What follows belongs to an exercise in optimizing a design on an open flow for small area, a short achievable clock period and few clock cycles; a production flow would make more cautious choices.
Only simulation tests tie the RTL to the original design; equivalence was not proved.
Power figures rest on the tool's default switching activity, not on a simulated workload.

===== design/flow/design.v =====
package gru_cell_pkg;
    localparam int FRAC_BITS = 16;
    localparam logic signed [31:0] ONE     = 32'sh0001_0000;
    localparam logic signed [31:0] HALF    = 32'sh0000_8000;
    localparam logic signed [31:0] MAX_POS = 32'sh7FFF_FFFF;
    localparam logic signed [31:0] MAX_NEG = 32'sh8000_0000;
    localparam logic [2:0] S_IDLE  = 3'd0;
    localparam logic [2:0] S_MAC_R = 3'd1;
    localparam logic [2:0] S_MAC_Z = 3'd2;
    localparam logic [2:0] S_MAC_H = 3'd3;
    localparam logic [2:0] S_BLEND = 3'd4;
    localparam logic [2:0] S_DONE  = 3'd5;
endpackage
import gru_cell_pkg::*;
module multiplier #(
    parameter int DATA_WIDTH = 32,
    parameter int FRAC_BITS  = 16
) (
    input  logic                         clk,
    input  logic                         rst,
    input  logic                         start,
    output logic                         done,
    input  logic signed [DATA_WIDTH-1:0] w,
    input  logic signed [DATA_WIDTH-1:0] x,
    output logic signed [DATA_WIDTH-1:0] mult_result
);
    localparam int DW = DATA_WIDTH;
    function automatic logic signed [127:0] clamp(input logic signed [127:0] v,
                                                  input logic signed [127:0] lo,
                                                  input logic signed [127:0] hi);
        clamp = (v < lo) ? lo : (v > hi) ? hi : v;
    endfunction
    function automatic logic signed [127:0] sat(input logic signed [127:0] v, input int w);
        logic signed [127:0] mx;
        mx = (128'sd1 <<< (w - 1)) - 128'sd1;
        sat = clamp(v, -mx - 128'sd1, mx);
    endfunction
    localparam logic [1:0] M_IDLE = 2'd0, M_MUL = 2'd1, M_RES = 2'd2, M_DONE = 2'd3;
    logic [1:0] st_q, st_d;
    logic signed [DW-1:0] w_q, w_d, x_q, x_d, res_q, res_d;
    logic signed [2*DW-1:0] prod_q, prod_d;
    logic signed [127:0] prod_sh, prod_sat;
    logic done_q, done_d;
    assign prod_sh  = prod_q >>> FRAC_BITS;
    assign prod_sat = sat(prod_sh, DW);
    always_comb begin
        st_d   = st_q;
        w_d    = w_q;
        x_d    = x_q;
        prod_d = prod_q;
        res_d  = res_q;
        done_d = done_q;
        if (st_q == M_IDLE && start) begin
            w_d  = w;
            x_d  = x;
            st_d = M_MUL;
        end
        if (st_q == M_MUL) begin
            prod_d = $signed({{DW{w_q[DW-1]}}, w_q}) * $signed({{DW{x_q[DW-1]}}, x_q});
            st_d   = M_RES;
        end
        if (st_q == M_RES) begin
            res_d  = prod_sat[DW-1:0];
            done_d = 1'b1;
            st_d   = M_DONE;
        end
        if (st_q == M_DONE && !start) begin
            done_d = 1'b0;
            st_d   = M_IDLE;
        end
    end
    always_ff @(posedge clk) begin
        if (rst) begin
            st_q   <= M_IDLE;
            w_q    <= '0;
            x_q    <= '0;
            prod_q <= '0;
            res_q  <= '0;
            done_q <= 1'b0;
        end else begin
            st_q   <= st_d;
            w_q    <= w_d;
            x_q    <= x_d;
            prod_q <= prod_d;
            res_q  <= res_d;
            done_q <= done_d;
        end
    end
    assign done        = done_q;
    assign mult_result = res_q;
endmodule
import gru_cell_pkg::*;
module gru_cell #(
    parameter int DATA_WIDTH     = 32,
    parameter int FRAC_BITS      = 16,
    parameter int GRU_UNITS      = 3,
    parameter int INPUT_FEATURES = 3,
    parameter int CELL_INDEX     = 0
) (
    input  logic                                   clk,
    input  logic                                   rst,
    input  logic                                   i_start_cell,
    output logic                                   o_done_cell,
    input  logic                                   i_computation_phase,
    input  logic [INPUT_FEATURES*DATA_WIDTH-1:0]   i_input_vector_flat,
    input  logic [GRU_UNITS*DATA_WIDTH-1:0]        i_prev_hidden_state_flat,
    input  logic [GRU_UNITS*DATA_WIDTH-1:0]        i_r_modified_hidden_flat,
    input  logic [INPUT_FEATURES*DATA_WIDTH-1:0]   i_Wr_flat,
    input  logic [INPUT_FEATURES*DATA_WIDTH-1:0]   i_Wz_flat,
    input  logic [INPUT_FEATURES*DATA_WIDTH-1:0]   i_Wh_flat,
    input  logic [GRU_UNITS*DATA_WIDTH-1:0]        i_Ur_flat,
    input  logic [GRU_UNITS*DATA_WIDTH-1:0]        i_Uz_flat,
    input  logic [GRU_UNITS*DATA_WIDTH-1:0]        i_Uh_flat,
    input  logic signed [DATA_WIDTH-1:0]           i_br,
    input  logic signed [DATA_WIDTH-1:0]           i_bz,
    input  logic signed [DATA_WIDTH-1:0]           i_bh,
    output logic signed [DATA_WIDTH-1:0]           o_new_hidden_state
);
    localparam int DW = DATA_WIDTH;
    localparam int AW = DW + 8;
    localparam int N  = INPUT_FEATURES + GRU_UNITS;
    localparam int IW = $clog2(N + 1);
    localparam logic signed [127:0] ONE_W  = 128'sd1 <<< FRAC_BITS;
    localparam logic signed [127:0] HALF_W = ONE_W >>> 1;
    function automatic logic signed [127:0] clamp(input logic signed [127:0] v,
                                                  input logic signed [127:0] lo,
                                                  input logic signed [127:0] hi);
        clamp = (v < lo) ? lo : (v > hi) ? hi : v;
    endfunction
    function automatic logic signed [127:0] sat(input logic signed [127:0] v, input int w);
        logic signed [127:0] mx;
        mx = (128'sd1 <<< (w - 1)) - 128'sd1;
        sat = clamp(v, -mx - 128'sd1, mx);
    endfunction
    logic [2:0] state_q, state_d;
    logic [IW-1:0] idx_q, idx_d;
    logic signed [AW-1:0] acc_q, acc_d, acc_sum;
    logic signed [DW-1:0] z_q, z_d, hc_q, hc_d, out_q, out_d;
    logic done_q, done_d, armed_q, armed_d;
    logic mult_start, mult_done, mac, last;
    logic signed [DW-1:0] mult_w, mult_x, mult_result, bias, h_cell, sig_v, tnh_v, blend_v;
    logic [INPUT_FEATURES*DW-1:0] w_row;
    logic [GRU_UNITS*DW-1:0] u_row, h_vec;
    logic signed [127:0] dot, acc_w, bias_w, omz_w, sig_w, tnh_w, blend_w;
    assign h_cell     = i_prev_hidden_state_flat[CELL_INDEX*DW +: DW];
    assign mac        = state_q == S_MAC_R || state_q == S_MAC_Z || state_q == S_MAC_H || state_q == S_BLEND;
    assign mult_start = mac && !mult_done;
    assign omz_w = ONE_W - z_q;
    always_comb begin
        w_row  = (state_q == S_MAC_R) ? i_Wr_flat : (state_q == S_MAC_Z) ? i_Wz_flat : i_Wh_flat;
        u_row  = (state_q == S_MAC_R) ? i_Ur_flat : (state_q == S_MAC_Z) ? i_Uz_flat : i_Uh_flat;
        h_vec  = (state_q == S_MAC_H) ? i_r_modified_hidden_flat : i_prev_hidden_state_flat;
        bias   = (state_q == S_MAC_R) ? i_br : (state_q == S_MAC_Z) ? i_bz : i_bh;
        mult_w = '0;
        mult_x = '0;
        for (int k = 0; k < INPUT_FEATURES; k++)
            if (idx_q == k) begin
                mult_w = w_row[k*DW +: DW];
                mult_x = i_input_vector_flat[k*DW +: DW];
            end
        for (int j = 0; j < GRU_UNITS; j++)
            if (idx_q == INPUT_FEATURES + j) begin
                mult_w = u_row[j*DW +: DW];
                mult_x = h_vec[j*DW +: DW];
            end
        if (state_q == S_BLEND) begin
            mult_w = (idx_q == '0) ? omz_w[DW-1:0] : z_q;
            mult_x = (idx_q == '0) ? hc_q : h_cell;
        end
    end
    always_comb begin
        acc_sum = acc_q + {{(AW-DW){mult_result[DW-1]}}, mult_result};
        acc_w   = acc_sum;
        bias_w  = bias;
        dot     = sat(acc_w + bias_w, DW);
        sig_w   = clamp((dot >>> 2) + HALF_W, 128'sd0, ONE_W);
        sig_v   = sig_w[DW-1:0];
        tnh_w   = clamp(dot, -ONE_W, ONE_W);
        tnh_v   = tnh_w[DW-1:0];
        blend_w = sat(acc_w, DW);
        blend_v = blend_w[DW-1:0];
        last    = (state_q == S_BLEND) ? (idx_q == 1) : (idx_q == N - 1);
        state_d = state_q;
        idx_d   = idx_q;
        acc_d   = acc_q;
        z_d     = z_q;
        hc_d    = hc_q;
        out_d   = out_q;
        done_d  = done_q;
        armed_d = armed_q | !i_start_cell;
        if (state_q == S_IDLE && i_start_cell && armed_q) begin
            state_d = i_computation_phase ? S_MAC_Z : S_MAC_R;
            idx_d   = '0;
            acc_d   = '0;
            armed_d = 1'b0;
        end
        if (mac && mult_done) begin
            acc_d = last ? '0 : acc_sum;
            idx_d = last ? '0 : idx_q + 1'b1;
            if (last) begin
                state_d = (state_q == S_MAC_Z) ? S_MAC_H : (state_q == S_MAC_H) ? S_BLEND : S_DONE;
                z_d     = (state_q == S_MAC_Z) ? sig_v : z_q;
                hc_d    = (state_q == S_MAC_H) ? tnh_v : hc_q;
                out_d   = (state_q == S_MAC_R) ? sig_v : (state_q == S_BLEND) ? blend_v : out_q;
                done_d  = state_q == S_MAC_R || state_q == S_BLEND;
            end
        end
        if (state_q == S_DONE && !i_start_cell) begin
            state_d = S_IDLE;
            done_d  = 1'b0;
        end
    end
    always_ff @(posedge clk) begin
        if (rst) begin
            state_q <= S_IDLE;
            idx_q   <= '0;
            acc_q   <= '0;
            z_q     <= '0;
            hc_q    <= '0;
            out_q   <= '0;
            done_q  <= 1'b0;
            armed_q <= 1'b0;
        end else begin
            state_q <= state_d;
            idx_q   <= idx_d;
            acc_q   <= acc_d;
            z_q     <= z_d;
            hc_q    <= hc_d;
            out_q   <= out_d;
            done_q  <= done_d;
            armed_q <= armed_d;
        end
    end
    multiplier #(.DATA_WIDTH(DW), .FRAC_BITS(FRAC_BITS)) u_mult (
        .clk(clk), .rst(rst), .start(mult_start), .done(mult_done),
        .w(mult_w), .x(mult_x), .mult_result(mult_result)
    );
    assign o_done_cell        = done_q;
    assign o_new_hidden_state = out_q;
endmodule

===== design/flow/run.sh =====
#!/bin/bash
# synth_recipe.tcl (not shown) runs the flow's synth.tcl, then flattens the netlist and writes it again
# the make line also repeats each setting of config.mk as NAME=value (left out here)
make -C /OpenROAD-flow-scripts/flow DESIGN_CONFIG=/design/flow/config.mk WORK_HOME=/design/flow/orfs CLKGATE_MAP_FILE= SYNTH_SCRIPT=/design/flow/synth_recipe.tcl finish

===== design/flow/config.mk =====
export PLATFORM = sky130hd
export DESIGN_NAME = gru_cell
export DESIGN_NICKNAME = gru_cell
export VERILOG_FILES = /design/flow/design.v
export SDC_FILE = /design/flow/constraint.sdc
export NUM_CORES = 4
export LEC_CHECK = 0
export CAP_MARGIN = 20
export CORE_MARGIN = 2
export CORE_UTILIZATION = 40
export SLEW_MARGIN = 20

===== design/flow/constraint.sdc =====
create_clock -name core_clock -period 10.0 [get_ports {clk}]
set_input_delay 2.0000 -clock core_clock [delete_from_list [all_inputs] [get_ports {clk}]]
set_output_delay 2.0000 -clock core_clock [all_outputs]
set_load 0.01 [all_outputs]

==> results.txt <==
-- sequential cells by signal, indices dropped and copies added, names as in the netlist --
name and flops:
u_mult.prod_q 48, armed_q 1, acc_q 40, state_q 3, hc_q 32, u_mult.res_q 32
done_q 1, out_q 32, z_q 32, u_mult.w_q 32, u_mult.done_q 1, idx_q 3
u_mult.st_q 2, u_mult.x_q 32
-- layout make-up --
type                            instances  area [µm²]  share of cell area (%)
Sequential cell                       291        5840                    7.59
Clock inverter                         26         322                   0.418
Inverter                             1173        4400                    5.72
Antenna cell                           47         118                   0.153
Tap cell                             2016        2520                    3.28
Multi-Input combinational cell       5480       49100                    63.7
Clock buffer                           50        1130                    1.47
Timing Repair Buffer                 1448       13600                    17.7
-- per-stage QoR --
step	util, %	power, mW	hold slack [ns]
detailed placement	49.8	5.84	0.447
global route	51.3	8.02	0.476
CTS	50.9	7.49	0.454
floorplan	-	3.65	0.441
global placement	49.8	5.84	0.441
finish	51.3	7.71	0.455
-- repair_timing --
action | in CTS | in global routing
hold buffers | 0 | 0
endpoints found under the setup margin | 34 | 36
pin swaps | 0 | 43
cloned | 0 | 2
resized for setup | 15 | 75
hold endpoints to repair | 0 | 0
setup buffers | 0 | 11
-- logic make-up after synthesis --
group / after synthesis
DFF: 291
muxes: 210
and+or+nand+nor: 2489
adders and majority gates: 1375
AOI/OAI and AO/OA: 1230
xor gates and xnor gates: 176
buffers and inverters: 1685
-- cell usage after synthesis (11+ instances only) --
library cell / number / area [µm²]
o31ai_1: 11 / 82.6
xnor2_1: 118 / 1030
a221oi_1: 64 / 561
fa_1: 1083 / 21700
a31oi_1: 60 / 375
nand4_1: 62 / 388
ha_1: 292 / 3650
nand3_1: 93 / 465
a21o_1: 57 / 428
clkbuf_1: 466 / 1750
and3_1: 11 / 68.8
o21bai_1: 18 / 135
nand2b_1: 84 / 526
nor2_1: 465 / 1750
xor2_1: 57 / 499
o211ai_1: 44 / 330
o311ai_0: 34 / 298
inv_1: 1170 / 4390
mux2i_1: 178 / 1780
a211oi_1: 46 / 345
a211o_1: 21 / 184
o221ai_1: 34 / 298
a22oi_1: 44 / 330
a21oi_1: 361 / 1810
buf_1: 34 / 128
mux2_2: 32 / 360
a222oi_1: 17 / 170
o21ai_1: 34 / 170
o21ai_0: 148 / 741
a32o_1: 16 / 160
dfxtp_1: 291 / 5830
nor4_1: 25 / 156
and2_1: 269 / 1680
nand2_1: 1341 / 5030
a311oi_1: 118 / 1030
nor3_1: 63 / 315
nor2b_1: 23 / 144
o21a_1: 23 / 173
-- worst paths after layout --
path / cells past startpoint / from / slack, ns / endpoint
setup reg to reg: 44 / u_mult.res_q[0] / 0.32 / out_q[10]
hold / removal: 2 / out_q[18] / 0.45 / out_q[18]
setup / recovery: 44 / u_mult.res_q[0] / 0.32 / out_q[10]
hold reg to reg: 2 / out_q[18] / 0.45 / out_q[18]
-- worst reg2reg max path: cells and delay by family, from the launching register on --
kind | cells | cell delay, ns
compound gates | 20 | 3.82
xor+xnor | 1 | 0.17
fa+ha+maj | 5 | 1.37
buf+inv | 5 | 0.87
flops | 1 | 0.33
simple gates | 13 | 3.08
-- routing by layer --
metal | up-vias | global-route usage [%] | wire, µm
met5 | - | 0.670 | 279
li1 | 25900 | - | -
met4 | 30 | 31.2 | 28000
met3 | 643 | 10.7 | 27400
met1 | 29800 | 45.3 | 109000
met2 | 2746 | 58.1 | 134000
-- where the power goes --
part           leakage, nW  internal (mW)  switching, mW
Combinational         33.1           1.78           2.90
Clock                0.705          0.926          0.686
Sequential            2.36           1.24          0.176
==> impl_metrics.tcl <==
set metrics [dict create \
    status "complete, no violations" \
    slowest_delay_ns 0.64 \
    critPathSlowestCell "or4_4" \
    start_util_pct 40.4 \
    grt_pass1_wl_mm 420 \
    cts_made_buffers 41 \
    core_um2 150000 \
    dp_hpwl_mm 252 \
    critical_path_class "reg2reg" \
    finalSetupViolations 0 \
    syn_avg_cell_area_um2 8.13 \
    grt_max_degree 140 \
    rows 142 \
    final_cell_mix "nand2_1, inv_1, fa_1" \
    drtIter0Drc 5481 \
    design_area_um2 77000 \
    clk_pin_slew_ns 0.06 \
    io_pins 997 \
    cts_tree "built" \
    synth_seq_area_share_pct 9.62 \
    ant_nets 0 \
    path_buf_inv 5 \
    post-route-min-period_ns 9.68 \
    cpMostUsedCell "a21oi_2" \
    die_w_um 393 \
    syn_area_um2 60600 \
    layout_setup_ws_ns 0.319 \
    drc_errors 0 \
    p_leak_nw 36.1 \
    synthAdderAreaFrac_pct 41.8 \
    vias 59200 \
    ys_ff_latch 291 \
    hold_class "reg2reg" \
    worstPathArrival_ns 10.24 \
    syn-num-nets 9795 \
    clock_latency_ns 0.64 \
    wire_per_inst_um 28.4 \
    critPathMaxFanout 12 \
    routed_wl_mm 299 \
    nFillCells 14600 \
    synth_compound_area_share_pct 13.9 \
    gp_congestion 1.08 \
    die_h_um 393 \
    endpoint_kind "register" \
    drive_above_1_share_pct 8.30 \
    ys_warn_count 2 \
    place_inst 10400 \
    cts_buffer_depth 3 \
    antenna_found_initial 67 \
    critPathTopFamily "compound AO/OA/AOI/OAI gates" \
    relSlewSlack_pct 17.0 \
    timing.setup.tns_ns 0 \
    cts-root-buf "clkbuf_16" \
    hold_violations 0 \
    layout.cells.non_filler 10500 \
    yosysUniqueCellTypes 92 \
    max-cap-violations 0 \
    powerDensity_nw_per_um2 100 \
    via_per_inst 5.62 \
    synth_edf_count 0 \
    max_freq_ghz 0.103 \
    overflow 0 \
    cts_sinks 291 \
    synth_top_family_by_area "adder cells" \
    slew_violations 0 \
    syn_inst 7456 \
    tightest_slew_ns 1.24 \
    async_flop_share_pct 0 \
    fin_worst_skew_ns 0.0214 \
    port_buffers 996 \
    grt_pass1_vias 59100 \
    synth-simple-area-share_pct 18.1 \
    nets 10800 \
    final_common_cell "nand2_1" \
    finalCritPeriodShare_pct 96.8 \
    worstSetupStartpointType "register" \
    dr.pass1.iters 7 \
    h-tree-depth 2 \
    muxShareOfSynthArea_pct 3.54 \
    placed_cell_area_um2 74800 \
    synth_xor_area_share_pct 2.56 \
    ys.flop_type "dfxtp_1" \
    ir_worst_vdd_uv 170 \
    place_ws_ns -0.537 \
    die_area_um2 155000 \
    grt_usage_pct 38.3 \
    syn_to_final_growth_pct 27.1 \
    required_ns 10.56 \
]
Testbench counts, summed over its fixed seeds: cycles 40,312.

[re-timing with driven ports]
The flow's constraints put no driver on any port. The routed layout listed below was extracted and timed again, unchanged, in two steps.
Step 1 (the two cells are an assumption about what drives the block):
set clk [get_ports {clk}]
set_driving_cell -lib_cell sky130_fd_sc_hd__clkbuf_16 $clk
set_driving_cell -lib_cell sky130_fd_sc_hd__buf_2 [delete_from_list [all_inputs] $clk]
Step 2 adds t to the input delays and takes it off the output delays; t is the mean of the earliest and latest rising clock arrival at the registers after step 1. Input paths then give back, and output paths get back, about the clock's delay inside the block.
Slacks: no drivers / after step 1 / after step 2; pairs: no drivers / after step 1.
t, ns: 0.715
slack for setup (ns): 0.319 / 0.319 / -0.135
pins driven straight from the clock port: 1
With both steps, setup timing fails in this run, where it was met with ideal ports. For this run, drivers alone change the setup slack by 0.000 ns; drivers and shift together by -0.454 ns.
